This design comes from an exercise in tuning for small area, a short achievable clock period and few clock cycles per item on the open sky130 flow, not from production work. At most, simulation tests tie the RTL to the original design; equivalence was not proved. Function not checked in run 1: the RTL went through the layout flow alone. Power is estimated from default activity; no workload was simulated.

### design/flow/config.mk
export PLATFORM = sky130hd
export DESIGN_NAME = accumulator_pingpong_bank
export DESIGN_NICKNAME = accumulator_pingpong_bank
export VERILOG_FILES = /design/flow/design.v
export SDC_FILE = /design/flow/constraint.sdc
export NUM_CORES = 4
export LEC_CHECK = 0
export CAP_MARGIN = 20
export CORE_MARGIN = 2
export CORE_UTILIZATION = 45
export SETUP_SLACK_MARGIN = 4.2
export SLEW_MARGIN = 20
export SYNTH_HIERARCHICAL = 1
export SYNTH_MINIMUM_KEEP_SIZE = 0
### design/flow/constraint.sdc
create_clock -name core_clock -period 7.0 [get_ports {clk_i}]
set_input_delay 1.4000 -clock core_clock [delete_from_list [all_inputs] [get_ports {clk_i}]]
set_output_delay 1.4000 -clock core_clock [all_outputs]
set_load 0.01 [all_outputs]
### design/flow/design.v
`default_nettype none
module accumulator_pingpong_bank #(
  parameter int ROWS      = 4,
  parameter int COLS      = 4,
  parameter int IN_WIDTH  = 16,
  parameter int ACC_WIDTH = 32,
  parameter int SATURATE  = 1
) (
  input  logic                                     clk_i,
  input  logic                                     reset_n_i,
  input  logic                                     in_valid_i,
  output logic                                     in_ready_o,
  input  logic                                     in_last_i,
  input  logic [ROWS-1:0][COLS-1:0][IN_WIDTH-1:0]  in_data_i,
  output logic                                     out_valid_o,
  input  logic                                     out_ready_i,
  output logic [COLS-1:0][ACC_WIDTH-1:0]           out_data_o,
  output logic [$clog2(ROWS)-1:0]                  out_row_o,
  output logic                                     out_last_o,
  output logic                                     out_overflow_o
);
  localparam int ROW_W = $clog2(ROWS);
  localparam logic [ROW_W-1:0] LAST_ROW = ROW_W'(ROWS - 1);
  localparam int HW = ACC_WIDTH - IN_WIDTH;    
  logic [ROWS-1:0][COLS-1:0][ACC_WIDTH-1:0] acc_q;
  logic [ROWS-1:0][COLS-1:0][IN_WIDTH-1:0]  beat_q;   
  logic             beat_last_q;   
  logic             full_q;        
  logic             flush_q;       
  logic             ovf_q;
  logic [ROW_W-1:0] row_q;
  logic             in_ready_q, out_valid_q, out_last_q;   
  logic             full_d, flush_d, beat_last_d;
  logic [ROW_W-1:0] row_d;
  logic accept, shift, ovf_d;
  logic [ROWS*COLS-1:0] ovf_e;
  assign in_ready_o     = in_ready_q;     
  assign accept         = reset_n_i && in_valid_i && in_ready_o;
  assign out_valid_o    = out_valid_q;    
  assign shift          = full_q && (out_ready_i || flush_q);
  assign out_row_o      = row_q;
  assign out_last_o     = out_last_q;     
  assign out_overflow_o = ovf_q;
  assign out_data_o     = acc_q[0];
  always_ff @(posedge clk_i) begin
    ovf_q       <= ovf_d;
    beat_q      <= accept ? in_data_i : '0;
    beat_last_q <= beat_last_d;
  end
  for (genvar r = 0; r < ROWS; r++) begin : g_r
    for (genvar c = 0; c < COLS; c++) begin : g_c
      logic [IN_WIDTH-1:0]  d, lo_a, lo_s;
      logic [HW-1:0]        hi_a, ones, zeros;
      logic [ACC_WIDTH-1:0] nxt;
      logic                 cy, sg, top_up, top_dn, up, dn, satp, satn;
      assign d    = beat_q[r][c];
      assign lo_a = acc_q[r][c][IN_WIDTH-1:0];
      assign hi_a = acc_q[r][c][ACC_WIDTH-1:IN_WIDTH];
      accpp_add #(.W(IN_WIDTH)) u_add (.a(lo_a), .b(d), .s(lo_s), .co(cy));
      assign sg   = d[IN_WIDTH-1];
      assign ones[0]  = 1'b1;
      assign zeros[0] = 1'b1;
      for (genvar i = 1; i < HW; i++) begin : g_pre
        assign ones[i]  = &hi_a[i-1:0];
        assign zeros[i] = ~|hi_a[i-1:0];
      end
      assign top_up = !hi_a[HW-1] && ones[HW-1];    
      assign top_dn = hi_a[HW-1] && zeros[HW-1];    
      assign up   = cy && !sg;
      assign dn   = !cy && sg;
      assign satp = up && top_up;
      assign satn = dn && top_dn;
      accpp_mux u_sat (.s(cy), .a(sg && top_dn), .b(!sg && top_up), .y(ovf_e[r*COLS+c]));
      for (genvar i = 0; i < IN_WIDTH; i++) begin : g_lo
        if (r == ROWS - 1) begin : g_bot
          accpp_lo_bit0 u_b (.s(lo_s[i]), .satp(satp), .satn(satn), .shift(shift), .y(nxt[i]));
        end else begin : g_mid
          accpp_lo_bit u_b (.s(lo_s[i]), .satp(satp), .satn(satn), .shift(shift),
                            .below(acc_q[r+1][c][i]), .y(nxt[i]));
        end
      end
      for (genvar i = 0; i < HW; i++) begin : g_hi
        logic t, x;
        accpp_tog u_t (.up(up && !top_up), .ones(ones[i]), .dn(dn && !top_dn), .zeros(zeros[i]), .t(t));
        accpp_xor u_x (.a(hi_a[i]), .b(t), .y(x));
        if (r == ROWS - 1) begin : g_bot
          accpp_andn u_m (.a(x), .b(shift), .y(nxt[IN_WIDTH+i]));
        end else begin : g_mid
          accpp_mux u_m (.s(shift), .a(x), .b(acc_q[r+1][c][IN_WIDTH+i]), .y(nxt[IN_WIDTH+i]));
        end
      end
      always_ff @(posedge clk_i) begin
        acc_q[r][c] <= nxt;
      end
    end
  end
  logic [7:0] ovf_n1;
  logic [3:0] ovf_o2;
  logic [1:0] ovf_n3;
  for (genvar k = 0; k < 8; k++) begin : g_ovf1
    accpp_nor2 u_o (.a(ovf_e[2*k]), .b(ovf_e[2*k+1]), .y(ovf_n1[k]));
  end
  for (genvar k = 0; k < 4; k++) begin : g_ovf2
    accpp_nand2 u_o (.a(ovf_n1[2*k]), .b(ovf_n1[2*k+1]), .y(ovf_o2[k]));
  end
  for (genvar k = 0; k < 2; k++) begin : g_ovf3
    accpp_nor2 u_o (.a(ovf_o2[2*k]), .b(ovf_o2[2*k+1]), .y(ovf_n3[k]));
  end
  accpp_nand3 u_ovf (.a(ovf_n3[0]), .b(ovf_n3[1]), .c(!(ovf_q && !(shift && row_q == LAST_ROW))),
                     .y(ovf_d));
  always_ff @(posedge clk_i) begin
    full_q      <= full_d;
    flush_q     <= flush_d;
    row_q       <= row_d;
    in_ready_q  <= !full_d && !beat_last_d;
    out_valid_q <= full_d && !flush_d;
    out_last_q  <= (row_d == LAST_ROW);
  end
  always_comb begin
    beat_last_d = accept && in_last_i;
    full_d      = full_q;
    flush_d     = flush_q;
    row_d       = row_q;
    if (!full_q) begin
      full_d = beat_last_q;
    end
    if (shift) begin
      row_d = row_q + 1'b1;
      if (row_q == LAST_ROW) begin
        full_d  = 1'b0;
        flush_d = 1'b0;
      end
    end
    if (!reset_n_i) begin
      full_d  = 1'b1;
      flush_d = 1'b1;
      row_d   = '0;
    end
  end
endmodule
module accpp_add #(
  parameter int W = 16
) (
  input  logic [W-1:0] a,
  input  logic [W-1:0] b,
  output logic [W-1:0] s,
  output logic         co
);
  localparam int L = $clog2(W);
  logic [L:0][W-1:0] g, p;
  for (genvar i = 0; i < W; i++) begin : g_in
    accpp_and u_g (.a(a[i]), .b(b[i]), .y(g[0][i]));
    accpp_xor u_p (.a(a[i]), .b(b[i]), .y(p[0][i]));
  end
  for (genvar l = 0; l < L; l++) begin : g_lvl
    for (genvar i = 0; i < W; i++) begin : g_bit
      localparam int J = ((i >> l) << l) - 1;
      if (((i >> l) & 1) == 0) begin : g_pass
        assign g[l+1][i] = g[l][i];
        assign p[l+1][i] = p[l][i];
      end else if ((i >> (l + 1)) == 0) begin : g_gray
        accpp_gray u_c (.gh(g[l][i]), .ph(p[l][i]), .gl(g[l][J]), .go(g[l+1][i]));
        assign p[l+1][i] = 1'b0;
      end else begin : g_black
        accpp_black u_c (.gh(g[l][i]), .ph(p[l][i]), .gl(g[l][J]), .pl(p[l][J]),
                         .go(g[l+1][i]), .po(p[l+1][i]));
      end
    end
  end
  assign s[0] = p[0][0];
  for (genvar i = 1; i < W; i++) begin : g_sum
    accpp_xor u_x (.a(p[0][i]), .b(g[L][i-1]), .y(s[i]));
  end
  assign co = g[L][W-1];
endmodule
module accpp_gray (input logic gh, ph, gl, output logic go);
  assign go = gh | (ph & gl);
endmodule
module accpp_black (input logic gh, ph, gl, pl, output logic go, po);
  assign go = gh | (ph & gl);
  assign po = ph & pl;
endmodule
module accpp_and (input logic a, b, output logic y);
  assign y = a & b;
endmodule
module accpp_xor (input logic a, b, output logic y);
  assign y = a ^ b;
endmodule
module accpp_lo_bit (input logic s, satp, satn, shift, below, output logic y);
  assign y = shift ? below : ((s || satp) && !satn);
endmodule
module accpp_nor2 (input logic a, b, output logic y);
  assign y = !(a || b);
endmodule
module accpp_nand3 (input logic a, b, c, output logic y);
  assign y = !(a && b && c);
endmodule
module accpp_andn (input logic a, b, output logic y);
  assign y = a && !b;
endmodule
module accpp_lo_bit0 (input logic s, satp, satn, shift, output logic y);
  assign y = !shift && (s || satp) && !satn;
endmodule
module accpp_nand2 (input logic a, b, output logic y);
  assign y = !(a && b);
endmodule
module accpp_tog (input logic up, ones, dn, zeros, output logic t);
  assign t = (up && ones) || (dn && zeros);
endmodule
module accpp_mux (input logic s, a, b, output logic y);
  assign y = s ? b : a;
endmodule
`default_nettype wire
### design/flow/flow/run.sh
#!/bin/bash
# Standard layout, but the port buffers are the smallest buffer cell.
set -e
export BUFFER_PORTS_ARGS="-buffer_cell sky130_fd_sc_hd__buf_1"
bash standard.sh > standard.log 2>&1
### design/flow/standard.sh
#!/bin/bash
# synth_recipe.tcl (not shown) runs the flow's synth.tcl, then flattens the netlist and writes it again
# the make line also repeats each setting of config.mk as NAME=value (left out here)
make -C /OpenROAD-flow-scripts/flow DESIGN_CONFIG=/design/flow/config.mk WORK_HOME=/design/flow/orfs CLKGATE_MAP_FILE= SYNTH_SCRIPT=/design/flow/synth_recipe.tcl "${@:-finish}"
==> results.sh, run 1 <==
export IMPL_cp_num_cells=1
export IMPL_core_um2=103300
export IMPL_wl_um=114900
export IMPL_dieArea_um2=106700
export IMPL_required_ns=5.60
export IMPL_fillCellCount=9713
export IMPL_outcome="no timing/DRC/antenna violations"
export IMPL_reg2reg_to="acc_q[274]"
export IMPL_ant_nets=0
export IMPL_grt_use_met2=0.3544
export IMPL_yosysMostFrequentCell="and2_1"
export IMPL_synth_area_top_cells="dfxtp_1, xor2_1, and2_1, a21o_1, mux2_4"
export IMPL_clkLatencyLatePin_ns=0.67
export IMPL_fmax_mhz=365.5
export IMPL_setup_tns_ns=0
export IMPL_clkTransAtPathRegs_ns=0.06
export IMPL_netlist_area_um2=46830
export IMPL_synth_seq_cells=777
export IMPL_port_buffers=394
export IMPL_crit_path_max_fanout=8
export IMPL_ff2ff_setup_slack_ns=4.27
export IMPL_fin_ws_ns=4.264
export IMPL_cts_tree="done"
export IMPL_antenna_found_initial=11
export IMPL_num_rows=118
export IMPL_slew_viol_final=0
export IMPL_setup_viol=0
export IMPL_vias_per_cell=5.180
export IMPL_synthArstFlopShare=0
export IMPL_endpoint="out_data_o[29]"
export IMPL_cts_made_buffers=93
export IMPL_synth_area_per_cell_um2=9.268
export IMPL_synthTopCellsByCount="and2_1, dfxtp_1, xor2_1"
export IMPL_critPathLaunchType="flop"
export IMPL_cp_top_family="flip-flops"
export IMPL_layout_drive_gt1_share=0.1303
export IMPL_post_route_period_util=0.3908
export IMPL_grt_pass1_wl_um=181200
export IMPL_hold_viol_final=0
export IMPL_crit_chain="buf_1"
export IMPL_rsz0062_at_grt="true"
export IMPL_track_usage=0.2057
export IMPL_grt_busiest_layer="met2"
export IMPL_post_place_ws_ns=3.013
export IMPL_dr_pass1_iters=5
export IMPL_seq_area_frac_synth=0.3321
export IMPL_tightest_slew_ns=0.9086
export IMPL_peakVddDrop_v=0.0001908
export IMPL_final_nets=5741
export IMPL_hpwl_um=82190
export IMPL_critPathKind="flop to primary output"
export IMPL_leakage_nw=29.53
export IMPL_drc_errors=0
export IMPL_yosysWarnings=7
export IMPL_path_buf_inv=1
export IMPL_synth_top_area_share=0.3321
export IMPL_cts_max_level=3
export IMPL_slowest_delay_ns=0.48
export IMPL_r2r_cells=10
export IMPL_cpMaxStageDelayCell="dfxtp_1"
export IMPL_syn_to_final_growth_pct=14.83
export IMPL_use_met3=0.03249
export IMPL_wl_per_cell_um=16.55
export IMPL_overflow=0
export IMPL_clock_skew_ns=0.01683
export IMPL_cts_sinks=777
export IMPL_gp_congestion=0.8616
export IMPL_grt_pass1_vias=34372
export IMPL_max_slew_margin=0.3943
export IMPL_crit_reg2reg_launch="beat_q[129]"
export IMPL_die_h_um=326.6
export IMPL_die_w_um=326.6
export IMPL_start_util=0.4531
export IMPL_netlist_instances=5053
export IMPL_grt_max_degree=153
export IMPL_maxCapViolations=0
export IMPL_ys_types=42
export IMPL_hold_path_class="flop to flop"
export IMPL_period_needed_ns=2.736
export IMPL_drt_iter0_markers=1948
export IMPL_pin_count=395
export IMPL_vias=35940
export IMPL_grt_use_met1=0.2641
export IMPL_synth_top_area_cell="dfxtp_1"
export IMPL_ctsLongestPathBuffers=3
export IMPL_synth_flop_cell="dfxtp_1"
export IMPL_p_per_area_nw_per_um2=207.0
export IMPL_cp_arrival_ns=1.34
export IMPL_hold_buffers=0
export IMPL_ctsRootBufferMaster="clkbuf_16"
export IMPL_worstSetupStartpoint="acc_q[29]"
export IMPL_end_kind="primary output"
export IMPL_synth_edf_count=0
-- modules after synthesis, one instance, submodules excluded, excerpt --
module | copies in the design | cell area [um^2] | cells inside
accpp_andn | 64 | 13.76 | 1
accumulator_pingpong_bank | 1 | 22910 | 1998
accpp_gray | 240 | 7.507 | 1
accpp_xor | 752 | 8.758 | 1
accpp_lo_bit0 | 64 | 13.76 | 2
accpp_nand2 | 4 | 3.754 | 1
accpp_mux | 208 | 15.01 | 1
accpp_and | 256 | 6.256 | 1
accpp_nand3 | 1 | 5.005 | 1
accpp_tog | 256 | 8.758 | 1
accpp_lo_bit | 192 | 15.01 | 3
accpp_black | 272 | 13.76 | 2
accpp_nor2 | 10 | 3.754 | 1
-- through the flow --
step	instance area [um^2]	utilization	hold WS [ns]	instances	power [mW]
2_1_floorplan	46960	-	0.4543	5084	6.087
3_3_place_gp	49380	0.4778	0.4656	6726	6.053
3_5_place_dp	49430	0.4783	0.4700	6726	6.072
4_1_cts	53390	0.5166	0.4788	6925	11.25
5_1_grt	53770	0.5203	0.4918	6936	11.60
6_report	53780	0.5204	0.4715	6938	11.13
-- routing by layer --
| metal | up-vias | wire (um) |
|---|---|---|
| met2 | 628 | 54650 |
| li1 | 18327 | - |
| met5 | - | 52 |
| met4 | 8 | 2586 |
| met1 | 16829 | 52590 |
| met3 | 148 | 4968 |
-- cell families (layout without fill, tap and decap cells) --
logic type / Yosys count / in the layout / share of synthesized area
simple gates: 2078 / 2079 / 0.2649
compound gates: 980 / 980 / 0.1631
flops: 777 / 777 / 0.3321
xor+xnor: 753 / 753 / 0.1408
buf+inv: 255 / 725 / 0.03201
mux: 208 / 208 / 0.06669
fa+ha+maj: 1 / 1 / 0.0002671
other cells: 1 / 35 / 0.00008007
-- worst min-delay path by stage --
stage                    start          to  slack (ns)  cells after the start
floorplan           acc_q[228]  acc_q[100]        0.45                      2
global placement    acc_q[261]  acc_q[133]        0.47                      2
detailed placement  acc_q[133]    acc_q[5]        0.47                      2
CTS                 acc_q[389]  acc_q[261]        0.48                      2
global route        acc_q[128]    acc_q[0]        0.49                      2
finish              acc_q[175]   acc_q[47]        0.47                      2
-- sequential cells by signal (all words and copies together), names as in the netlist --
signal,flops
beat_last_q,1
out_last_q,1
flush_q,1
ovf_q,1
acc_q,512
out_valid_q,1
full_q,1
beat_q,256
in_ready_q,1
row_q,2
-- layout by cell type, fill, tap and decap left out, types with 13 or more instances in the layout --
master / synthesis / routed
nor2b_4: 64 / 64
and4b_1: 15 / 15
a22o_1: 256 / 256
a21oi_4: 0 / 13
nor3_2: 65 / 65
clkbuf_1: 29 / 16
o31ai_1: 192 / 192
inv_1: 81 / 80
nor2_1: 395 / 386
a21o_1: 512 / 486
a21o_4: 0 / 15
clkbuf_16: 0 / 95
nand2_1: 232 / 232
buf_4: 144 / 56
or4b_2: 16 / 16
and4_1: 47 / 47
and2_1: 882 / 882
buf_1: 0 / 375
buf_2: 1 / 17
nor4b_1: 15 / 15
clkbuf_8: 0 / 26
nor3_1: 79 / 79
dfxtp_2: 0 / 26
and3_1: 65 / 64
nand4_1: 48 / 48
clkinv_2: 0 / 17
dfxtp_1: 777 / 751
conb_1: 1 / 32
buf_12: 0 / 19
nor4_1: 78 / 77
xor2_1: 752 / 738
xor2_2: 0 / 14
mux2_4: 208 / 208
nand3_1: 17 / 17
-- report_power, final --
group | internal, mW | switching [mW] | total [mW]
combinational | 0.482 | 0.918 | 1.40
sequential | 4.52 | 0.106 | 4.63
clock | 3.12 | 1.99 | 5.10
total | 8.12 | 3.01 | 11.1
-- area by class of cell --
type | instances | area (um^2) | share of cell area
timing repair inverter | 1 | 7.507 | 0.0001396
tap | 1380 | 1727 | 0.03211
antenna | 3 | 7.507 | 0.0001396
timing repair buffer | 472 | 2370 | 0.04407
clock inverter | 35 | 498.0 | 0.009260
inverter | 81 | 307.8 | 0.005723
sequential | 777 | 15590 | 0.2898
multi-input combinational | 4053 | 30500 | 0.5672
clock buffer | 136 | 2770 | 0.05151
-- timing repair --
action,CTS,global route
gates cloned,1,3
pin swaps,6,2
setup endpoints to repair,504,364
gates resized for setup,88,65
setup buffers,27,7
==> inputs of run 2 (changes only) <==
--- a/design/flow/design.v
+++ b/design/flow/design.v
@@ -46,3 +46,2 @@
     ovf_q       <= ovf_d;
-    beat_q      <= accept ? in_data_i : '0;
     beat_last_q <= beat_last_d;
@@ -54,3 +53,3 @@
       logic [ACC_WIDTH-1:0] nxt;
-      logic                 cy, sg, top_up, top_dn, up, dn, satp, satn;
+      logic                 sh, cy, sg, top_up, top_dn, up, dn, satp, satn;
       assign d    = beat_q[r][c];
@@ -58,2 +57,8 @@
       assign hi_a = acc_q[r][c][ACC_WIDTH-1:IN_WIDTH];
+      logic tk;
+      accpp_take u_tk (.rst_n(reset_n_i), .valid(in_valid_i), .ready(in_ready_q), .y(tk));
+      always_ff @(posedge clk_i) begin
+        beat_q[r][c] <= tk ? in_data_i[r][c] : '0;
+      end
+      accpp_shift u_sh (.full(full_q), .ready(out_ready_i), .flush(flush_q), .y(sh));
       accpp_add #(.W(IN_WIDTH)) u_add (.a(lo_a), .b(d), .s(lo_s), .co(cy));
@@ -75,5 +80,5 @@
         if (r == ROWS - 1) begin : g_bot
-          accpp_lo_bit0 u_b (.s(lo_s[i]), .satp(satp), .satn(satn), .shift(shift), .y(nxt[i]));
+          accpp_lo_bit0 u_b (.s(lo_s[i]), .satp(satp), .satn(satn), .shift(sh), .y(nxt[i]));
         end else begin : g_mid
-          accpp_lo_bit u_b (.s(lo_s[i]), .satp(satp), .satn(satn), .shift(shift),
+          accpp_lo_bit u_b (.s(lo_s[i]), .satp(satp), .satn(satn), .shift(sh),
                             .below(acc_q[r+1][c][i]), .y(nxt[i]));
@@ -86,5 +91,5 @@
         if (r == ROWS - 1) begin : g_bot
-          accpp_andn u_m (.a(x), .b(shift), .y(nxt[IN_WIDTH+i]));
+          accpp_andn u_m (.a(x), .b(sh), .y(nxt[IN_WIDTH+i]));
         end else begin : g_mid
-          accpp_mux u_m (.s(shift), .a(x), .b(acc_q[r+1][c][IN_WIDTH+i]), .y(nxt[IN_WIDTH+i]));
+          accpp_mux u_m (.s(sh), .a(x), .b(acc_q[r+1][c][IN_WIDTH+i]), .y(nxt[IN_WIDTH+i]));
         end
@@ -194,2 +199,8 @@
 endmodule
+module accpp_take (input logic rst_n, valid, ready, output logic y);
+  assign y = rst_n && valid && ready;
+endmodule
+module accpp_shift (input logic full, ready, flush, output logic y);
+  assign y = full && (ready || flush);
+endmodule
 module accpp_nand3 (input logic a, b, c, output logic y);
--- a/design/flow/config.mk
+++ b/design/flow/config.mk
@@ -10,3 +10,3 @@
 export CORE_UTILIZATION = 45
-export SETUP_SLACK_MARGIN = 4.2
+export SETUP_SLACK_MARGIN = 4.5
 export SLEW_MARGIN = 20
==> run 2 against run 1 <==
Critical path type is now flop to flop. Critical path depth rose by 11. Still clean on timing, DRC and antenna. Count of clock-buffer cells in the layout fell by 7. Sequential share of layout area fell by 2.1 points.
==> results.sh, run 2 <==
export IMPL_r2r_cells=12
export IMPL_hold_path_class="flop to flop"
export IMPL_core_um2=103500
export IMPL_outcome="no timing/DRC/antenna violations"
export IMPL_required_ns=7.55
export IMPL_yosysWarnings=7
export IMPL_ys_types=44
export IMPL_vias_per_cell=5.213
export IMPL_fmax_mhz=375.1
export IMPL_synthArstFlopShare=0
export IMPL_end_kind="flop"
export IMPL_drc_errors=0
export IMPL_netlist_area_um2=47000
export IMPL_grt_max_degree=49
export IMPL_top_register="acc_q"
export IMPL_worstSetupStartpoint="acc_q[6]"
export IMPL_gp_congestion=0.8202
export IMPL_layout_commonest_cell="and2_1"
export IMPL_endpoint="acc_q[20]"
export IMPL_netlist_instances=5070
export IMPL_synth_seq_cells=777
export IMPL_track_usage=0.2226
export IMPL_crit_path_max_fanout=8
export IMPL_clock_skew_ns=0.02441
export IMPL_cts_tree="done"
export IMPL_max_slew_margin=0.4750
export IMPL_synth_area_per_cell_um2=9.270
export IMPL_antenna_found_initial=8
export IMPL_synth_edf_count=0
export IMPL_wl_per_cell_um=17.55
export IMPL_port_buffers=394
export IMPL_vias=37662
export IMPL_drt_iter0_markers=1993
export IMPL_dieArea_um2=107000
export IMPL_layout_drive_gt1_share=0.2623
export IMPL_slew_viol_final=0
export IMPL_cp_arrival_ns=3.21
export IMPL_dr_pass1_iters=8
export IMPL_cts_max_level=3
export IMPL_cts_made_buffers=92
export IMPL_maxCapViolations=0
export IMPL_peakVddDrop_v=0.0001654
export IMPL_critPathLaunchType="flop"
export IMPL_num_rows=118
export IMPL_largest_register_ffs=512
export IMPL_hpwl_um=85400
export IMPL_cts_sinks=777
export IMPL_ctsRootBufferMaster="clkbuf_16"
export IMPL_synth_top_area_share=0.3310
export IMPL_largest_registers="acc_q: 512 flops, beat_q: 256 flops, row_q: 2 flops"
export IMPL_yosysMostFrequentCell="and2_1"
export IMPL_post_route_period_util=0.3809
export IMPL_fillCellCount=9108
export IMPL_clkTransAtPathRegs_ns=0.07
export IMPL_seq_area_frac_synth=0.3310
export IMPL_p_per_area_nw_per_um2=189.9
export IMPL_overflow=0
export IMPL_grt_pass1_vias=36319
export IMPL_setup_viol=0
export IMPL_ctsLongestPathBuffers=3
export IMPL_pin_count=395
export IMPL_clkLatencyLatePin_ns=0.67
export IMPL_tightest_slew_ns=0.7874
export IMPL_leakage_nw=31.94
export IMPL_hold_buffers=0
export IMPL_total_power_mw=11.34
export IMPL_synth_flop_cell="dfxtp_1"
export IMPL_critPathKind="flop to flop"
export IMPL_die_h_um=327.2
export IMPL_final_nets=6028
export IMPL_ant_nets=0
export IMPL_ff2ff_setup_slack_ns=4.33
export IMPL_wl_um=126700
export IMPL_die_w_um=327.2
export IMPL_crit_reg2reg_launch="acc_q[6]"
export IMPL_synth_area_top_cells="dfxtp_1, xor2_1, and2_1, a21o_1, mux2_4"
export IMPL_grt_pass1_wl_um=195100
export IMPL_hold_viol_final=0
export IMPL_final_cell_mix="and2_1, xor2_1, dfxtp_1, a21o_1, nor2_1"
export IMPL_syn_to_final_growth_pct=27.06
export IMPL_post_route_util=0.5770
export IMPL_setup_tns_ns=0
export IMPL_period_needed_ns=2.666
export IMPL_start_util=0.4541
export IMPL_reg2reg_to="acc_q[20]"
export IMPL_synth_top_area_cell="dfxtp_1"
export IMPL_rsz0062_at_grt="true"
export IMPL_synthTopCellsByCount="and2_1, dfxtp_1, xor2_1"
run 2: cell count changes after synthesis, sizes merged:
cell	change
and2	-1
and3	+15
and4	+1
clkbuf	-13
inv	-1
nand2	-1
o211ai	+1
o21a	+16
run 2: metal layers:
| metal | part of all wire | vias up | track usage |
|---|---|---|---|
| li1 | - | 18889 | - |
| met1 | 0.47 | 17869 | 0.3050 |
| met2 | 0.46 | 715 | 0.3642 |
| met3 | 0.038 | 189 | 0.02901 |
| met4 | 0.028 | 0 | 0.06751 |
| met5 | 0 | - | 0 |
run 2: logic make-up after synthesis:
logic type,count (synthesis),synth area share
DFF,777,0.3310
muxes,208,0.06645
buffers and inverters,241,0.03078
other,1,0.00007979
AOI/OAI and AO/OA,997,0.1652
xor gates and xnor gates,753,0.1403
adders and majority gates,1,0.0002662
and+or+nand+nor,2092,0.2660
run 2: worst max-delay path, stage by stage (launching register included):
cell,delay (ns)
dfxtp_2,0.33
buf_4,0.14
and2_1,0.17
a21o_1,0.19
a21o_1,0.16
a21o_4,0.19
a21o_4,0.21
buf_6,0.12
nor3b_4,0.34
clkbuf_16,0.23
a22o_1,0.15
xor2_1,0.07
mux2_4,0.26
run 2: area by class of cell:
class | instances | area, um^2 | area share
tap | 1380 | 1727 | 0.02891
multi-input combinational | 4088 | 32490 | 0.5441
sequential | 777 | 16030 | 0.2684
antenna | 8 | 20.02 | 0.0003352
timing repair buffer | 727 | 5886 | 0.09856
clock inverter | 35 | 565.5 | 0.009470
clock buffer | 129 | 2695 | 0.04513
inverter | 80 | 300.3 | 0.005028
run 2: worst min path at each step:
| stage | slack [ns] | depth (start not counted) | start | endpoint |
|---|---|---|---|---|
| floorplan | 0.45 | 2 | acc_q[228] | acc_q[100] |
| global placement | 0.47 | 2 | acc_q[494] | acc_q[366] |
| detailed placement | 0.47 | 2 | acc_q[494] | acc_q[366] |
| CTS | 0.47 | 2 | acc_q[297] | acc_q[169] |
| global route | 0.49 | 2 | acc_q[162] | acc_q[34] |
| finish | 0.46 | 2 | acc_q[352] | acc_q[224] |
run 2: what timing repair did:
action,CTS,global route
setup endpoints to repair,647,540
gates resized for setup,708,303
gates cloned,14,7
buffers inserted,218,86
pin swaps,81,301
run 2: through the flow:
stage	std cells	hold WS [ns]	setup WS, ns	cell area, um^2
final	7224	0.4612	4.334	59720
after global routing	7219	0.4880	4.278	59700
after CTS	7123	0.4703	4.324	57540
after detailed placement	6727	0.4687	3.802	49680
after global placement	6726	0.4675	3.807	49660
after floorplan	5101	0.4543	4.468	47510
run 2: where the power goes:
group | total, mW | switching [mW] | internal [mW]
Combinational | 1.56 | 0.994 | 0.571
Clock | 5.16 | 1.97 | 3.19
Sequential | 4.61 | 0.107 | 4.51
run 2: Yosys stat by module, one instance, submodules excluded, a selection:
| module | cell area (um^2) | copies in the design |
|---|---|---|
| accpp_and | 6.256 | 256 |
| accpp_andn | 13.76 | 64 |
| accpp_black | 13.76 | 272 |
| accpp_mux | 15.01 | 208 |
| accpp_nand2 | 3.754 | 4 |
| accpp_nand3 | 5.005 | 1 |
| accpp_nor2 | 3.754 | 10 |
Testbench counts of run 2, summed over its fixed seeds: cycles 9,667, beats 6,772.
==> inputs of run 3 (changes only) <==
--- a/design/flow/config.mk
+++ b/design/flow/config.mk
@@ -10,3 +10,3 @@
 export CORE_UTILIZATION = 45
-export SETUP_SLACK_MARGIN = 4.5
+export SETUP_SLACK_MARGIN = 4.2
 export SLEW_MARGIN = 20
==> run 3 against run 2 <==
Still clean on timing, DRC and antenna. Combinational power shrank 8%. Global-route usage is 0.63 points lower. First-iteration DRC count shrank 2.9%. Utilization fell by 5.3 points. Sequential share of layout area up 1.9 points. Final cell count is 3.6% lower. Synthesized cell count did not move. Flip-flop and latch count unchanged. Largest power group unchanged.
==> results.sh, run 3 <==
export IMPL_synthArstFlopShare=0
export IMPL_yosysWarnings=7
export IMPL_period_needed_ns=2.728
export IMPL_synth_top_area_cell="dfxtp_1"
export IMPL_cpMaxStageDelayCell="dfxtp_2"
export IMPL_vias=36351
export IMPL_final_instance_count_excl_fill=6961
export IMPL_num_rows=118
export IMPL_tightest_slew_ns=0.9775
export IMPL_gp_congestion=0.8891
export IMPL_wl_per_cell_um=17.11
export IMPL_crit_chain="clkbuf_4"
export IMPL_port_buffers=394
export IMPL_wl_um=119100
export IMPL_dr_pass1_iters=7
export IMPL_grt_pass1_wl_um=189600
export IMPL_cts_made_buffers=94
export IMPL_leakage_nw=29.71
export IMPL_track_usage=0.2163
export IMPL_final_cell_mix="and2_1, dfxtp_1, xor2_1, a21o_1, nor2_1"
export IMPL_core_um2=103500
export IMPL_layout_commonest_cell="and2_1"
export IMPL_peakVddDrop_v=0.0002450
export IMPL_overflow=0
export IMPL_hold_path_class="flop to flop"
export IMPL_comb_power_share=0.124
export IMPL_fin_ws_ns=4.272
export IMPL_post_place_ws_ns=3.715
export IMPL_final_nets=5762
export IMPL_maxCapViolations=0
export IMPL_setup_tns_ns=0
export IMPL_synth_area_top_cells="dfxtp_1, xor2_1, and2_1, a21o_1, mux2_4"
export IMPL_largest_registers="acc_q: 512 flops, beat_q: 256 flops, row_q: 2 flops"
export IMPL_placed_cell_area_um2=49600
export IMPL_intPower_mw=8.491
export IMPL_top_register="acc_q"
export IMPL_synth_flop_cell="dfxtp_1"
export IMPL_fillCellCount=9638
export IMPL_hpwl_um=86260
export IMPL_start_util=0.4541
export IMPL_post_route_period_util=0.3897
export IMPL_antenna_found_initial=8
export IMPL_clock_skew_ns=0.01567
export IMPL_cp_arrival_ns=1.33
export IMPL_synth_edf_count=0
export IMPL_netlist_area_um2=47000
export IMPL_grt_use_met1=0.2884
export IMPL_grt_max_degree=49
export IMPL_fin_area_um2=54270
export IMPL_cts_sinks=777
export IMPL_critPathKind="flop to primary output"
export IMPL_critPathLaunchType="flop"
export IMPL_seq_power_share=0.400
export IMPL_die_w_um=327.2
export IMPL_ant_nets=0
export IMPL_drt_iter0_markers=1935
export IMPL_pin_count=395
export IMPL_max_slew_margin=0.3483
export IMPL_synth_area_per_cell_um2=9.270
export IMPL_vias_per_cell=5.222
export IMPL_synthTopCellsByCount="and2_1, dfxtp_1, xor2_1"
export IMPL_synth_seq_cells=777
export IMPL_grt_pass1_vias=35179
export IMPL_clkLatencyLatePin_ns=0.67
export IMPL_grt_busiest_layer="met2"
export IMPL_layout_drive_gt1_share=0.1341
export IMPL_use_met3=0.03603
export IMPL_swShare=0.2653
export IMPL_ctsRootBufferMaster="clkbuf_16"
export IMPL_p_switching_mw=3.066
export IMPL_cts_max_level=3
export IMPL_fmax_mhz=366.6
export IMPL_total_power_mw=11.56
export IMPL_place_inst=6754
export IMPL_slowest_delay_ns=0.42
export IMPL_rsz0062_at_grt="false"
export IMPL_setup_viol=0
export IMPL_hold_viol_final=0
export IMPL_clockPowerShare=0.476
export IMPL_largest_register_ffs=512
export IMPL_seq_area_frac_synth=0.3310
export IMPL_clkTransAtPathRegs_ns=0.06
export IMPL_grt_use_met2=0.3541
export IMPL_ctsLongestPathBuffers=3
export IMPL_outcome="no timing/DRC/antenna violations"
export IMPL_end_kind="primary output"
export IMPL_cp_top_family="flip-flops"
export IMPL_slew_viol_final=0
export IMPL_drc_errors=0
export IMPL_crit_path_max_fanout=10
export IMPL_syn_to_final_growth_pct=15.46
export IMPL_yosysMostFrequentCell="and2_1"
export IMPL_die_h_um=327.2
export IMPL_netlist_instances=5070
export IMPL_ff2ff_setup_slack_ns=4.30
export IMPL_synth_top_area_share=0.3310
export IMPL_cts_tree="done"
export IMPL_path_buf_inv=1
export IMPL_required_ns=5.60
export IMPL_p_per_area_nw_per_um2=213.0
export IMPL_ys_types=44
export IMPL_dieArea_um2=107000
run 3: through the flow:
step	hold slack, ns	utilization
final	0.4757	0.5243
after global routing	0.5021	0.5243
after CTS	0.4750	0.5195
after detailed placement	0.4703	0.4792
after global placement	0.4675	0.4790
after floorplan	0.4543	-
run 3: what timing repair did:
item                       4_1_cts  5_1_grt
hold endpoints to repair         0        0
setup endpoints to repair      373      392
hold buffers                     0        0
gates cloned                     0        0
setup buffers                   20       10
gates resized for setup        100       71
pin swaps                       13        7
run 3: layout make-up:
class,count,area [um^2],area share
Antenna cell,1,2.502,0.00004611
Clock buffer,130,2791,0.05144
Clock inverter,46,744.5,0.01372
Inverter,80,300.3,0.005534
Multi-Input combinational cell,4083,30800,0.5676
Sequential cell,777,15590,0.2873
Tap cell,1380,1727,0.03182
Timing Repair Buffer,464,2307,0.04252
run 3: power groups by stage:
stage | logic (mW) | registers, mW | clock network [mW]
after floorplan | 1.03 | 4.70 | 0
after global placement | 1.41 | 4.72 | 0
after detailed placement | 1.42 | 4.72 | 0
after CTS | 1.44 | 4.62 | 5.64
after global routing | 1.57 | 4.64 | 5.81
final | 1.43 | 4.62 | 5.50
run 3: cell families (layout without fill, tap and decap cells):
| logic type | after synthesis | after routing | share of synthesized area |
|---|---|---|---|
| simple gates | 2092 | 2092 | 0.2660 |
| compound gates | 997 | 997 | 0.1652 |
| flops | 777 | 777 | 0.3310 |
| xor+xnor | 753 | 753 | 0.1403 |
| buf+inv | 241 | 720 | 0.03078 |
| mux | 208 | 208 | 0.06645 |
| fa+ha+maj | 1 | 1 | 0.0002662 |
| other cells | 1 | 33 | 0.00007979 |
run 3: modules after synthesis, one instance, submodules excluded, excerpt:
| module | copies in the design | flops+latches | cells | area [um^2] |
|---|---|---|---|---|
| accpp_lo_bit | 192 | 0 | 3 | 15.01 |
| accpp_andn | 64 | 0 | 1 | 13.76 |
| accpp_xor | 752 | 0 | 1 | 8.758 |
| accpp_gray | 240 | 0 | 1 | 7.507 |
| accpp_nand3 | 1 | 0 | 1 | 5.005 |
| accpp_nand2 | 4 | 0 | 1 | 3.754 |
run 3: per-layer routing:
metal | wire [um] | up-vias
li1 | - | 18451
met2 | 53770 | 686
met5 | 69 | -
met1 | 55940 | 17013
met4 | 3997 | 10
met3 | 5290 | 191
run 3: final timing paths:
| path | endpoint | cells past startpoint | startpoint |
|---|---|---|---|
| worst min-delay path | acc_q[271] | 2 | acc_q[399] |
| worst max register to register | acc_q[368] | 11 | beat_q[177] |
| worst max-delay path | out_data_o[60] | 1 | acc_q[60] |
| worst min register to register | acc_q[271] | 2 | acc_q[399] |
==> inputs of run 4 (changes only) <==
--- a/design/flow/config.mk
+++ b/design/flow/config.mk
@@ -10,3 +10,3 @@
 export CORE_UTILIZATION = 45
-export SETUP_SLACK_MARGIN = 4.2
+export SETUP_SLACK_MARGIN = 4.3
 export SLEW_MARGIN = 20
==> run 4 against run 3 <==
Largest power group unchanged. Critical path type unchanged. Wire length fell by 0.51%. Final area up 0.44%. Synthesized area stayed put. Die area unchanged. Still clean on timing, DRC and antenna. Final cell count is essentially flat. Total power fell by 5.5%.
==> results.sh, run 4 <==
export IMPL_grt_max_degree=49
export IMPL_netlist_instances=5070
export IMPL_total_power_mw=10.92
export IMPL_cts_tree="done"
export IMPL_ctsRootBufferMaster="clkbuf_16"
export IMPL_final_cell_mix="and2_1, xor2_1, dfxtp_1, a21o_1, nor2_1"
export IMPL_hold_depth=2
export IMPL_start_util=0.4541
export IMPL_post_place_ws_ns=3.704
export IMPL_die_h_um=327.2
export IMPL_post_route_period_util=0.3781
export IMPL_antenna_found_initial=4
export IMPL_vias_per_cell=5.210
export IMPL_pin_count=395
export IMPL_track_usage=0.2139
export IMPL_critPathKind="flop to primary output"
export IMPL_fin_ws_ns=4.353
export IMPL_layout_commonest_cell="and2_1"
export IMPL_ys_types=44
export IMPL_clock_skew_ns=0.01705
export IMPL_final_nets=5767
export IMPL_largest_registers="acc_q: 512 flops, beat_q: 256 flops, row_q: 2 flops"
export IMPL_clkLatencyLatePin_ns=0.65
export IMPL_gp_congestion=0.9177
export IMPL_hold_viol_final=0
export IMPL_cp_top_family="flip-flops"
export IMPL_period_needed_ns=2.647
export IMPL_overflow=0
export IMPL_final_instance_count_excl_fill=6957
export IMPL_top_register="acc_q"
export IMPL_core_um2=103500
export IMPL_cpMaxStageDelayCell="dfxtp_1"
export IMPL_drc_errors=0
export IMPL_seq_area_frac_synth=0.3310
export IMPL_synthArstFlopShare=0
export IMPL_reg2reg_to="acc_q[49]"
export IMPL_crit_path_max_fanout=4
export IMPL_slowest_delay_ns=0.39
export IMPL_hold_start="acc_q[289]"
export IMPL_synthTopCellsByCount="and2_1, dfxtp_1, xor2_1"
export IMPL_yosysMostFrequentCell="and2_1"
export IMPL_vias=36243
export IMPL_critPathLaunchType="flop"
export IMPL_fin_area_um2=54500
export IMPL_tightest_slew_ns=0.8206
export IMPL_clkTransAtPathRegs_ns=0.06
export IMPL_synth_edf_count=0
export IMPL_post_route_util=0.5266
export IMPL_ant_nets=0
export IMPL_dr_pass1_iters=5
export IMPL_crit_reg2reg_launch="acc_q[33]"
export IMPL_crit_chain="buf_2"
export IMPL_placed_cell_area_um2=49480
export IMPL_synth_top_area_cell="dfxtp_1"
export IMPL_slew_viol_final=0
export IMPL_r2r_cells=11
export IMPL_outcome="no timing/DRC/antenna violations"
export IMPL_place_inst=6733
export IMPL_end_kind="primary output"
export IMPL_yosysWarnings=7
export IMPL_hpwl_um=85260
export IMPL_synth_flop_cell="dfxtp_1"
export IMPL_synth_seq_cells=777
export IMPL_layout_drive_gt1_share=0.1506
export IMPL_setup_tns_ns=0
export IMPL_num_rows=118
export IMPL_cts_max_level=3
export IMPL_synth_top_area_share=0.3310
export IMPL_required_ns=5.60
export IMPL_maxCapViolations=0
export IMPL_cp_arrival_ns=1.25
export IMPL_netlist_area_um2=47000
export IMPL_synth_area_top_cells="dfxtp_1, xor2_1, and2_1, a21o_1, mux2_4"
export IMPL_max_slew_margin=0.4529
export IMPL_die_w_um=327.2
export IMPL_largest_register_ffs=512
export IMPL_leakage_nw=29.72
export IMPL_hold_end="acc_q[161]"
export IMPL_drt_iter0_markers=1841
export IMPL_p_per_area_nw_per_um2=200.3
export IMPL_cts_made_buffers=92
export IMPL_wl_per_cell_um=17.03
export IMPL_cts_sinks=777
export IMPL_hold_path_class="flop to flop"
export IMPL_ctsLongestPathBuffers=3
export IMPL_peakVddDrop_v=0.0002027
export IMPL_rsz0062_at_grt="false"
export IMPL_grt_pass1_vias=34921
export IMPL_dieArea_um2=107000
export IMPL_grt_pass1_wl_um=187700
export IMPL_syn_to_final_growth_pct=15.97
export IMPL_hold_ws_ns=0.4728
export IMPL_port_buffers=394
export IMPL_ff2ff_setup_slack_ns=4.37
export IMPL_setup_viol=0
export IMPL_path_buf_inv=1
export IMPL_synth_area_per_cell_um2=9.270
export IMPL_wl_um=118500
export IMPL_fmax_mhz=377.9
[run 4: cell counts after synthesis]
Identical to the previous run, type by type.
[run 4: what timing repair did]
item / CTS / global route
endpoints found under the setup margin: 495 / 389
pin swaps: 17 / 12
setup buffers: 42 / 14
hold buffers: 0 / 0
gates resized for setup: 210 / 109
gates cloned: 0 / 2
[run 4: cell type report]
type / instances / area, um^2
Fill cell: 9691 / 48990
Multi-Input combinational cell: 4084 / 31190
Antenna cell: 6 / 15.01
Clock inverter: 20 / 269.0
Sequential cell: 777 / 15670
Clock buffer: 140 / 2775
Inverter: 80 / 300.3
Tap cell: 1380 / 1727
Timing Repair Buffer: 470 / 2560
[run 4: worst register-to-register path, stage by stage (launching register included)]
cell and delay (ns):
dfxtp_1 0.34, xor2_1 0.17, a21o_1 0.23, a21o_1 0.23
a21o_4 0.26, a21o_4 0.25, nand2b_4 0.10, a21oi_4 0.04
buf_4 0.20, a22o_1 0.25, xor2_1 0.18, mux2_4 0.27
[run 4: worst max-delay path by stage]
stage,end,slack (ns),depth (start not counted),from
after floorplan,acc_q[408],4.31,10,acc_q[385]
after global placement,acc_q[401],3.67,10,acc_q[385]
after detailed placement,acc_q[90],3.70,4,out_ready_i
after CTS,out_data_o[48],4.30,1,acc_q[48]
after global routing,acc_q[209],4.29,11,beat_q[97]
final,out_data_o[51],4.35,1,acc_q[51]
[run 4: Yosys stat by module (local to each module, per instance), a selection]
module	flops+latches	cells
accpp_nor2	0	1
accpp_lo_bit	0	3
accpp_mux	0	1
accpp_lo_bit0	0	2
accpp_nand3	0	1
accpp_and	0	1
accpp_xor	0	1
accpp_shift	0	1
accpp_take	0	1
[run 4: per-layer routing]
| metal | wire length (um) | GRT usage | share of wire | vias up |
|---|---|---|---|---|
| met4 | 3414 | 0.06641 | 0.029 | 0 |
| met3 | 5076 | 0.03367 | 0.043 | 176 |
| li1 | - | - | - | 18453 |
| met5 | 0 | 0 | 0 | - |
| met1 | 55740 | 0.2826 | 0.47 | 16996 |
| met2 | 54240 | 0.3575 | 0.46 | 618 |
[run 4: logic make-up (layout without fill, tap and decap cells)]
group | Yosys count | count (layout) | synth area share
multiplexers | 208 | 208 | 0.06645
AND/OR/NAND/NOR | 2092 | 2093 | 0.2660
AO/OA/AOI/OAI | 997 | 997 | 0.1652
flip-flops | 777 | 777 | 0.3310
other | 1 | 38 | 0.00007979
adder cells (fa/ha/maj) | 1 | 1 | 0.0002662
XOR/XNOR | 753 | 753 | 0.1403
buffers and inverters | 241 | 710 | 0.03078
[run 4: where the power goes]
part           switching (mW)  internal (mW)  leakage, nW
registers               0.106           4.52         6.30
logic                   0.953          0.489         21.9
clock network            1.92           2.93         1.49
==> inputs of run 5 (changes only) <==
--- a/design/flow/config.mk
+++ b/design/flow/config.mk
@@ -10,2 +10,4 @@
 export CORE_UTILIZATION = 45
+export CTS_CLUSTER_DIAMETER = 70
+export CTS_CLUSTER_SIZE = 25
 export SETUP_SLACK_MARGIN = 4.3
==> run 5 against run 4 <==
Synthesized area unchanged. Total power fell by 7.5%. Register-to-register slack about the same. Largest cell class unchanged.
==> results.sh, run 5 <==
export IMPL_dieArea_um2=107000
export IMPL_core_um2=103500
export IMPL_synth_area_top_cells="dfxtp_1, xor2_1, and2_1, a21o_1, mux2_4"
export IMPL_layout_drive_gt1_share=0.1513
export IMPL_grt_pass1_vias=34674
export IMPL_grt_pass1_wl_um=186500
export IMPL_synthTopCellsByCount="and2_1, dfxtp_1, xor2_1"
export IMPL_synth_seq_cells=777
export IMPL_ys_types=44
export IMPL_hold_buffers=0
export IMPL_setup_viol=0
export IMPL_rsz0062_at_grt="true"
export IMPL_top_register="acc_q"
export IMPL_synthArstFlopShare=0
export IMPL_ctsLongestPathBuffers=3
export IMPL_required_ns=7.53
export IMPL_maxCapViolations=0
export IMPL_clkTransAtPathRegs_ns=0.08
export IMPL_seq_power_share=0.457
export IMPL_die_w_um=327.2
export IMPL_overflow=0
export IMPL_clock_skew_ns=0.02853
export IMPL_setup_tns_ns=0
export IMPL_critPathKind="flop to flop"
export IMPL_wl_per_cell_um=17.04
export IMPL_gp_congestion=0.9177
export IMPL_port_buffers=394
export IMPL_layout_commonest_cell="and2_1"
export IMPL_synth_edf_count=0
export IMPL_post_route_period_util=0.3776
export IMPL_vias_per_cell=5.204
export IMPL_synth_flop_cell="dfxtp_1"
export IMPL_start_util=0.4541
export IMPL_hpwl_um=85260
export IMPL_final_cell_mix="and2_1, xor2_1, dfxtp_1, a21o_1, nor2_1"
export IMPL_period_needed_ns=2.643
export IMPL_dr_pass1_iters=5
export IMPL_hold_start="acc_q[398]"
export IMPL_cts_made_buffers=67
export IMPL_cp_arrival_ns=3.17
export IMPL_crit_path_max_fanout=16
export IMPL_synth_top_area_share=0.3310
export IMPL_wl_um=118200
export IMPL_yosysMostFrequentCell="and2_1"
export IMPL_grt_max_degree=49
export IMPL_crit_reg2reg_launch="acc_q[160]"
export IMPL_die_h_um=327.2
export IMPL_critPathLaunchType="flop"
export IMPL_antenna_found_initial=4
export IMPL_num_rows=118
export IMPL_largest_register_ffs=512
export IMPL_pin_count=395
export IMPL_fmax_mhz=378.4
export IMPL_leakage_nw=29.40
export IMPL_end_kind="flop"
export IMPL_peakVddDrop_v=0.0001967
export IMPL_max_slew_margin=0.4479
export IMPL_comb_power_share=0.142
export IMPL_p_switching_mw=3.040
export IMPL_yosysWarnings=7
export IMPL_drc_errors=0
export IMPL_synth_top_area_cell="dfxtp_1"
export IMPL_final_instance_count_excl_fill=6937
export IMPL_final_nets=5760
export IMPL_vias=36102
export IMPL_cts_tree="done"
export IMPL_outcome="no timing/DRC/antenna violations"
export IMPL_netlist_instances=5070
export IMPL_hold_viol_final=0
export IMPL_p_per_area_nw_per_um2=187.3
export IMPL_drt_iter0_markers=2011
export IMPL_ctsRootBufferMaster="clkbuf_16"
export IMPL_intPower_mw=7.060
export IMPL_ant_nets=0
export IMPL_cts_max_level=3
export IMPL_largest_registers="acc_q: 512 flops, beat_q: 256 flops, row_q: 2 flops"
export IMPL_worstSetupStartpoint="acc_q[160]"
export IMPL_clkLatencyLatePin_ns=0.65
export IMPL_synth_area_per_cell_um2=9.270
export IMPL_seq_area_frac_synth=0.3310
export IMPL_syn_to_final_growth_pct=14.76
export IMPL_tightest_slew_ns=0.8281
export IMPL_swShare=0.3010
export IMPL_netlist_area_um2=47000
export IMPL_hold_path_class="flop to flop"
export IMPL_slew_viol_final=0
export IMPL_cts_sinks=777
export IMPL_track_usage=0.2126
export IMPL_clockPowerShare=0.400
export IMPL_place_inst=6733
## run 5: what timing repair did
| item | 4_1_cts | 5_1_grt |
|---|---|---|
| endpoints found under the setup margin | 490 | 375 |
| gates resized for setup | 196 | 125 |
| pin swaps | 17 | 20 |
| cloned | 0 | 3 |
| buffers inserted | 48 | 25 |
## run 5: cell families after synthesis
logic type,count (synthesis),synth area share
xor+xnor,753,0.1403
mux,208,0.06645
buf+inv,241,0.03078
other cells,1,0.00007979
compound gates,997,0.1652
fa+ha+maj,1,0.0002662
flops,777,0.3310
simple gates,2092,0.2660
## run 5: final timing paths
check | slack (ns) | cells past startpoint | to
setup reg to reg | 4.36 | 11 | acc_q[180]
hold / removal | 0.48 | 2 | acc_q[270]
setup / recovery | 4.36 | 11 | acc_q[180]
hold reg to reg | 0.48 | 2 | acc_q[270]
## run 5: power groups by stage
stage,Sequential (mW),Combinational [mW],Clock [mW]
2_1_floorplan,4.70,1.03,0
3_3_place_gp,4.72,1.39,0
3_5_place_dp,4.72,1.41,0
4_1_cts,4.62,1.43,4.18
5_1_grt,4.63,1.57,4.34
6_report,4.62,1.44,4.04
## run 5: layout make-up
class | count | area (um^2)
fill | 9768 | 49560
clock buffer | 77 | 1819
antenna | 6 | 15.01
inverter | 80 | 300.3
tap | 1380 | 1727
timing repair buffer | 489 | 2631
multi-input combinational | 4083 | 31230
clock inverter | 45 | 529.3
sequential | 777 | 15680
## run 5: worst max-delay path, stage by stage (launching register included)
cell and delay, ns:
dfxtp_1 0.36, and2_1 0.20, a21o_1 0.22, a21o_1 0.25, a21o_4 0.26, a21o_4 0.23
nand2b_4 0.10, a21oi_4 0.04, buf_12 0.18, a22o_1 0.25, xor2_1 0.16, mux2_4 0.28
## run 5: metal layers
layer,wire length (um),GRT usage
met5,0,0
met4,3083,0.06193
met3,4974,0.03131
met2,54590,0.3581
met1,55530,0.2815
## run 5: modules after synthesis, one instance, submodules excluded, a selection
module,cells inside,cell area [um^2],copies in the design
accpp_mux,1,15.01,208
accpp_nand3,1,5.005,1
accpp_black,2,13.76,272
accpp_lo_bit0,2,13.76,64
accpp_tog,1,8.758,256
accumulator_pingpong_bank,1983,22860,1
accpp_shift,1,7.507,16
accpp_lo_bit,3,15.01,192
accpp_xor,1,8.758,752
accpp_and,1,6.256,256
accpp_andn,1,13.76,64
accpp_gray,1,7.507,240
accpp_nand2,1,3.754,4
accpp_nor2,1,3.754,10
accpp_take,1,6.256,16
## run 5: metrics by stage
stage | area (um^2) | power (mW) | setup WS [ns] | hold WS [ns] | util
6_report | 53940 | 10.10 | 4.357 | 0.4803 | 0.5212
5_1_grt | 53930 | 10.54 | 4.290 | 0.5005 | 0.5210
4_1_cts | 53040 | 10.23 | 4.250 | 0.4780 | 0.5124
3_5_place_dp | 49480 | 6.133 | 3.704 | 0.4714 | 0.4781
3_3_place_gp | 49460 | 6.115 | 3.675 | 0.4626 | 0.4779
2_1_floorplan | 47260 | 5.730 | 4.312 | 0.4543 | -
==> inputs of run 6 (changes only) <==
--- a/design/flow/config.mk
+++ b/design/flow/config.mk
@@ -10,5 +10,5 @@
 export CORE_UTILIZATION = 45
-export CTS_CLUSTER_DIAMETER = 70
-export CTS_CLUSTER_SIZE = 25
-export SETUP_SLACK_MARGIN = 4.3
+export CTS_CLUSTER_DIAMETER = 80
+export CTS_CLUSTER_SIZE = 30
+export SETUP_SLACK_MARGIN = 4.2
 export SLEW_MARGIN = 20
==> run 6 against run 5 <==
Maximum frequency shrank 3.8%. Synthesized cell count is the same. Total power shrank 6.9%. Clock power shrank 17%. Flip-flop and latch count is the same. Synthesized area is the same. Die area is the same. Worst setup slack lost 0.10 ns. Highest routed layer is now met5.
==> results.sh, run 6 <==
export IMPL_setup_viol=0
export IMPL_comb_power_share=0.152
export IMPL_overflow=0
export IMPL_wl_per_cell_um=17.08
export IMPL_clkTransAtPathRegs_ns=0.12
export IMPL_rsz0062_at_grt="true"
export IMPL_synth_area_per_cell_um2=9.270
export IMPL_tightest_slew_ns=0.9740
export IMPL_grt_pass1_vias=34555
export IMPL_critPathLaunchType="flop"
export IMPL_grt_pass1_wl_um=186800
export IMPL_final_instance_count_excl_fill=6874
export IMPL_clock_skew_ns=0.02627
export IMPL_clockPowerShare=0.356
export IMPL_netlist_instances=5070
export IMPL_setup_tns_ns=0
export IMPL_seq_area_frac_synth=0.3310
export IMPL_ctsLongestPathBuffers=3
export IMPL_synth_area_top_cells="dfxtp_1, xor2_1, and2_1, a21o_1, mux2_4"
export IMPL_synth_flop_cell="dfxtp_1"
export IMPL_cts_sinks=777
export IMPL_slew_viol_final=0
export IMPL_synth_seq_cells=777
export IMPL_ff2ff_setup_slack_ns=4.32
export IMPL_leakage_nw=28.82
export IMPL_cp_num_cells=1
export IMPL_required_ns=5.60
export IMPL_largest_register_ffs=512
export IMPL_cts_made_buffers=47
export IMPL_p_per_area_nw_per_um2=179.2
export IMPL_cts_tree="done"
export IMPL_cts_max_level=2
export IMPL_final_nets=5715
export IMPL_start_util=0.4541
export IMPL_cp_arrival_ns=1.35
export IMPL_drt_iter0_markers=1931
export IMPL_crit_path_max_fanout=3
export IMPL_port_buffers=394
export IMPL_ctsRootBufferMaster="clkbuf_16"
export IMPL_layout_commonest_cell="and2_1"
export IMPL_period_needed_ns=2.746
export IMPL_worstSetupStartpoint="acc_q[2]"
export IMPL_slowest_delay_ns=0.38
export IMPL_crit_reg2reg_launch="beat_q[65]"
export IMPL_hold_buffers=0
export IMPL_pin_count=395
export IMPL_place_inst=6754
export IMPL_peakVddDrop_v=0.0002132
export IMPL_ant_nets=0
export IMPL_synth_top_area_cell="dfxtp_1"
export IMPL_hpwl_um=86260
export IMPL_max_slew_margin=0.3507
export IMPL_seq_power_share=0.491
export IMPL_netlist_area_um2=47000
export IMPL_gp_congestion=0.8891
export IMPL_antenna_found_initial=7
export IMPL_dr_pass1_iters=7
export IMPL_path_buf_inv=1
export IMPL_vias_per_cell=5.219
export IMPL_vias=35878
export IMPL_die_w_um=327.2
export IMPL_num_rows=118
export IMPL_post_route_period_util=0.3923
export IMPL_synthTopCellsByCount="and2_1, dfxtp_1, xor2_1"
export IMPL_layout_drive_gt1_share=0.1222
export IMPL_swShare=0.3157
export IMPL_fillCellCount=9837
export IMPL_outcome="no timing/DRC/antenna violations"
export IMPL_die_h_um=327.2
export IMPL_synthArstFlopShare=0
export IMPL_track_usage=0.2123
export IMPL_cp_top_family="flip-flops"
export IMPL_top_register="acc_q"
export IMPL_drc_errors=0
export IMPL_grt_max_degree=49
export IMPL_largest_registers="acc_q: 512 flops, beat_q: 256 flops, row_q: 2 flops"
export IMPL_intPower_mw=6.437
export IMPL_wl_um=117400
export IMPL_ys_types=44
export IMPL_fmax_mhz=364.1
export IMPL_hold_path_class="flop to flop"
export IMPL_yosysWarnings=7
export IMPL_core_um2=103500
export IMPL_end_kind="primary output"
export IMPL_maxCapViolations=0
export IMPL_clkLatencyLatePin_ns=0.68
export IMPL_final_cell_mix="and2_1, xor2_1, dfxtp_1, a21o_1, nor2_1"
export IMPL_endpoint="out_data_o[2]"
export IMPL_syn_to_final_growth_pct=11.71
export IMPL_synth_top_area_share=0.3310
export IMPL_hold_viol_final=0
export IMPL_cpMaxStageDelayCell="dfxtp_1"
export IMPL_synth_edf_count=0
export IMPL_yosysMostFrequentCell="and2_1"
export IMPL_p_switching_mw=2.969
export IMPL_reg2reg_to="acc_q[148]"
export IMPL_dieArea_um2=107000
export IMPL_r2r_cells=11
export IMPL_crit_chain="buf_1"
export IMPL_critPathKind="flop to primary output"
==> run 6: cells by family (layout without fill, tap and decap cells) <==
group | after synthesis | after routing | share of synthesized area
AND/OR/NAND/NOR | 2092 | 2092 | 0.2660
AO/OA/AOI/OAI | 997 | 997 | 0.1652
flip-flops | 777 | 777 | 0.3310
XOR/XNOR | 753 | 753 | 0.1403
buffers and inverters | 241 | 631 | 0.03078
multiplexers | 208 | 208 | 0.06645
adder cells (fa/ha/maj) | 1 | 1 | 0.0002662
other | 1 | 35 | 0.00007979
==> run 6: per-layer routing <==
metal / vias to the layer above / part of all wire / wire [um] / GRT usage
li1: 18313 / - / - / -
met3: 150 / 0.037 / 4385 / 0.02658
met2: 511 / 0.45 / 53110 / 0.3498
met4: 8 / 0.032 / 3772 / 0.07060
met5: - / 0.00054 / 64 / 0
met1: 16896 / 0.48 / 56100 / 0.2872
==> run 6: timing repair <==
action,in CTS,in global routing
gates cloned,0,1
pin swaps,12,6
gates resized for setup,103,76
buffers inserted,23,6
endpoints found under the setup margin,380,368
==> run 6: worst min path at each step <==
| stage | startpoint | to | slack [ns] | cells past startpoint |
|---|---|---|---|---|
| after floorplan | acc_q[228] | acc_q[100] | 0.45 | 2 |
| after global placement | acc_q[202] | acc_q[74] | 0.47 | 2 |
| after detailed placement | acc_q[135] | acc_q[7] | 0.47 | 2 |
| after CTS | acc_q[133] | acc_q[5] | 0.48 | 2 |
| after global routing | acc_q[205] | acc_q[77] | 0.51 | 2 |
| final | acc_q[485] | acc_q[357] | 0.47 | 2 |
==> run 6: Yosys stat by module, one instance, submodules excluded, a selection <==
module	cells inside	flops+latches
accumulator_pingpong_bank	1983	777
accpp_mux	1	0
accpp_tog	1	0
accpp_and	1	0
accpp_nand3	1	0
accpp_nand2	1	0
==> run 6: power by group through the flow <==
| stage | clock [mW] | sequential, mW | combinational [mW] |
|---|---|---|---|
| final | 3.35 | 4.62 | 1.43 |
| after global routing | 3.61 | 4.64 | 1.56 |
| after floorplan | 0 | 4.70 | 1.03 |
| after detailed placement | 0 | 4.72 | 1.42 |
| after CTS | 3.48 | 4.62 | 1.44 |
| after global placement | 0 | 4.72 | 1.41 |
==> run 6: stage by stage <==
step	power, mW	worst slack [ns]	utilization	instance area, um^2	hold slack (ns)
after detailed placement	6.142	3.715	0.4792	49600	0.4703
after floorplan	5.730	4.204	-	47210	0.4543
after global routing	9.808	4.179	0.5072	52490	0.5086
final	9.406	4.254	0.5073	52500	0.4691
after global placement	6.130	3.499	0.4790	49570	0.4675
after CTS	9.538	4.189	0.5026	52020	0.4799
==> run 6: cell type report <==
class	instances	area (um^2)	area share
sequential	777	15600	0.2970
antenna	3	7.507	0.0001430
clock inverter	37	519.2	0.009890
timing repair buffer	464	2296	0.04373
multi-input combinational	4083	30830	0.5872
clock buffer	50	1230	0.02343
inverter	80	300.3	0.005720
tap	1380	1727	0.03289
==> inputs of run 7 (changes only) <==
--- a/design/flow/config.mk
+++ b/design/flow/config.mk
@@ -9,6 +9,6 @@
 export CORE_MARGIN = 2
-export CORE_UTILIZATION = 45
+export CORE_UTILIZATION = 60
 export CTS_CLUSTER_DIAMETER = 80
 export CTS_CLUSTER_SIZE = 30
-export SETUP_SLACK_MARGIN = 4.2
+export SETUP_SLACK_MARGIN = 4.3
 export SLEW_MARGIN = 20
==> run 7 against run 6 <==
Final cell count down 4.9%. Die area down 25%. Critical path depth unchanged. Critical path type unchanged. Count of clock-buffer cells in the layout down 3. Synthesized area unchanged. Still clean on timing, DRC and antenna. Utilization up 17 points.
==> results.sh, run 7 <==
export IMPL_fin_area_um2=52520
export IMPL_peakVddDrop_v=0.0001674
export IMPL_gp_congestion=0.8497
export IMPL_clock_skew_ns=0.03376
export IMPL_num_rows=102
export IMPL_grt_pass1_vias=34231
export IMPL_wl_per_cell_um=17.24
export IMPL_post_route_period_util=0.3797
export IMPL_die_h_um=283.9
export IMPL_post_place_ws_ns=3.717
export IMPL_largest_register_ffs=512
export IMPL_vias=36166
export IMPL_cp_top_family="flip-flops"
export IMPL_final_cell_mix="and2_1, xor2_1, dfxtp_1, a21o_1, nor2_1"
export IMPL_yosysWarnings=7
export IMPL_yosysMostFrequentCell="and2_1"
export IMPL_vias_per_cell=5.533
export IMPL_fmax_mhz=376.2
export IMPL_layout_commonest_cell="and2_1"
export IMPL_start_util=0.6067
export IMPL_cts_max_level=2
export IMPL_outcome="no timing/DRC/antenna violations"
export IMPL_period_needed_ns=2.658
export IMPL_synth_seq_cells=777
export IMPL_fillCellCount=6464
export IMPL_placed_cell_area_um2=49020
export IMPL_leakage_nw=28.87
export IMPL_fin_ws_ns=4.342
export IMPL_core_um2=77470
export IMPL_syn_to_final_growth_pct=11.75
export IMPL_crit_path_max_fanout=3
export IMPL_largest_registers="acc_q: 512 flops, beat_q: 256 flops, row_q: 2 flops"
export IMPL_setup_viol=0
export IMPL_netlist_area_um2=47000
export IMPL_grt_max_degree=49
export IMPL_grt_pass1_wl_um=178400
export IMPL_synth_top_area_share=0.3310
export IMPL_dieArea_um2=80590
export IMPL_drt_iter0_markers=1841
export IMPL_layout_drive_gt1_share=0.1338
export IMPL_synth_area_per_cell_um2=9.270
export IMPL_hpwl_um=81300
export IMPL_clkTransAtPathRegs_ns=0.11
export IMPL_cts_sinks=777
export IMPL_required_ns=5.60
export IMPL_die_w_um=283.9
export IMPL_cts_made_buffers=41
export IMPL_seq_area_frac_synth=0.3310
export IMPL_path_buf_inv=1
export IMPL_wl_um=112700
export IMPL_maxCapViolations=0
export IMPL_hold_path_class="flop to flop"
export IMPL_dr_pass1_iters=7
export IMPL_critPathKind="flop to primary output"
export IMPL_max_slew_margin=0.2772
export IMPL_synth_top_area_cell="dfxtp_1"
export IMPL_tightest_slew_ns=1.084
export IMPL_synth_flop_cell="dfxtp_1"
export IMPL_crit_reg2reg_launch="acc_q[260]"
export IMPL_cp_arrival_ns=1.26
export IMPL_crit_chain="buf_1"
export IMPL_critPathLaunchType="flop"
export IMPL_synthTopCellsByCount="and2_1, dfxtp_1, xor2_1"
export IMPL_rsz0062_at_grt="false"
export IMPL_top_register="acc_q"
export IMPL_port_buffers=394
export IMPL_antenna_found_initial=2
export IMPL_ctsLongestPathBuffers=3
export IMPL_overflow=0
export IMPL_ant_nets=0
export IMPL_drc_errors=0
export IMPL_end_kind="primary output"
export IMPL_pin_count=395
export IMPL_ctsRootBufferMaster="clkbuf_16"
export IMPL_netlist_instances=5070
export IMPL_hold_viol_final=0
export IMPL_hold_start="acc_q[301]"
export IMPL_p_per_area_nw_per_um2=173.9
export IMPL_slew_viol_final=0
export IMPL_worstSetupStartpoint="acc_q[4]"
export IMPL_synth_area_top_cells="dfxtp_1, xor2_1, and2_1, a21o_1, mux2_4"
export IMPL_cts_tree="done"
export IMPL_track_usage=0.2669
export IMPL_cpMaxStageDelayCell="dfxtp_1"
export IMPL_synth_edf_count=0
export IMPL_total_power_mw=9.135
export IMPL_ys_types=44
export IMPL_synthArstFlopShare=0
export IMPL_clkLatencyLatePin_ns=0.63
export IMPL_slowest_delay_ns=0.37
export IMPL_setup_tns_ns=0
export IMPL_final_nets=5723
## run 7: cell counts after synthesis
Identical to the previous run, type by type.
## run 7: logic make-up after synthesis
logic type | Yosys count | synth area share
and+or+nand+nor | 2092 | 0.2660
AOI/OAI and AO/OA | 997 | 0.1652
DFF | 777 | 0.3310
xor gates and xnor gates | 753 | 0.1403
buffers and inverters | 241 | 0.03078
muxes | 208 | 0.06645
adders and majority gates | 1 | 0.0002662
other | 1 | 0.00007979
## run 7: modules after synthesis (local to each module, per instance), a selection
module	flip-flops and latches	cells	times used	area, um^2
accpp_and	0	1	256	6.256
accpp_andn	0	1	64	13.76
accpp_black	0	2	272	13.76
accpp_gray	0	1	240	7.507
accpp_lo_bit	0	3	192	15.01
accpp_lo_bit0	0	2	64	13.76
accpp_mux	0	1	208	15.01
accpp_nand2	0	1	4	3.754
accpp_nand3	0	1	1	5.005
accpp_nor2	0	1	10	3.754
accpp_shift	0	1	16	7.507
accpp_take	0	1	16	6.256
accumulator_pingpong_bank	777	1983	1	22860
## run 7: final timing paths
| kind | end | cells past startpoint | slack [ns] |
|---|---|---|---|
| worst max-delay path | out_data_o[4] | 1 | 4.34 |
| worst min-delay path | acc_q[173] | 2 | 0.47 |
| worst max register to register | acc_q[281] | 11 | 4.35 |
| worst min register to register | acc_q[173] | 2 | 0.47 |
## run 7: cell type report
type,instances,area [um^2],share of cell area
clock inverter,28,421.7,0.008029
timing repair buffer,477,2552,0.04860
inverter,80,300.3,0.005718
antenna,3,7.507,0.0001429
clock buffer,47,1121,0.02135
multi-input combinational,4084,31160,0.5934
tap,1040,1301,0.02478
sequential,777,15650,0.2980
## run 7: metal layers
metal / vias to the layer above / global-route usage / wire, um
li1: 18352 / - / -
met1: 17105 / 0.3588 / 52080
met2: 579 / 0.4495 / 52420
met3: 128 / 0.03730 / 5428
met4: 2 / 0.06839 / 2727
met5: - / 0 / 8
## run 7: power breakdown
group	switching [mW]	internal [mW]
Sequential	0.127	4.52
Clock	1.68	1.39
Combinational	0.924	0.500
Total	2.73	6.41
## run 7: timing repair
| action | in CTS | in global routing |
|---|---|---|
| cloned | 0 | 3 |
| hold buffers | 0 | 0 |
| endpoints found under the setup margin | 505 | 413 |
| resized for setup | 148 | 114 |
| buffers inserted | 48 | 17 |
| pin swaps | 18 | 13 |
## run 7: metrics by stage
stage | cells | util | hold slack, ns
2_1_floorplan | 5101 | - | 0.4543
3_5_place_dp | 6388 | 0.6328 | 0.4715
5_1_grt | 6533 | 0.6779 | 0.4889
6_report | 6536 | 0.6780 | 0.4729
4_1_cts | 6511 | 0.6675 | 0.4723
3_3_place_gp | 6387 | 0.6326 | 0.4675

separate check: timing with driven ports:
The flow's constraints put no driver on any port. The routed layouts listed below were extracted and timed again, unchanged, in two steps. Step 1 sets driving cells, clkbuf_16 on the clock port and buf_2 on the other inputs (assumed; they add their load-dependent delay and slew). Step 2 times the ports against the registers' clock, not the clock port: input delays grow and output delays shrink by t, the midpoint of the rising clock arrivals with the driver on. Slacks: ideal ports / drivers / drivers and shift; pairs: ideal ports / drivers.
| run | t, ns | slack for setup (ns) |
|---|---|---|
| run 1 | 0.734 | 4.264 / 4.193 / 3.664 |
| run 2 | 0.726 | 4.334 / 4.313 / 3.880 |
| run 3 | 0.722 | 4.272 / 4.208 / 3.728 |
| run 4 | 0.713 | 4.353 / 4.286 / 3.797 |
| run 5 | 0.702 | 4.357 / 4.294 / 3.813 |
| run 6 | 0.726 | 4.254 / 4.190 / 3.682 |
| run 7 | 0.682 | 4.342 / 4.272 / 3.721 |
After both steps every run listed still meets setup and hold.
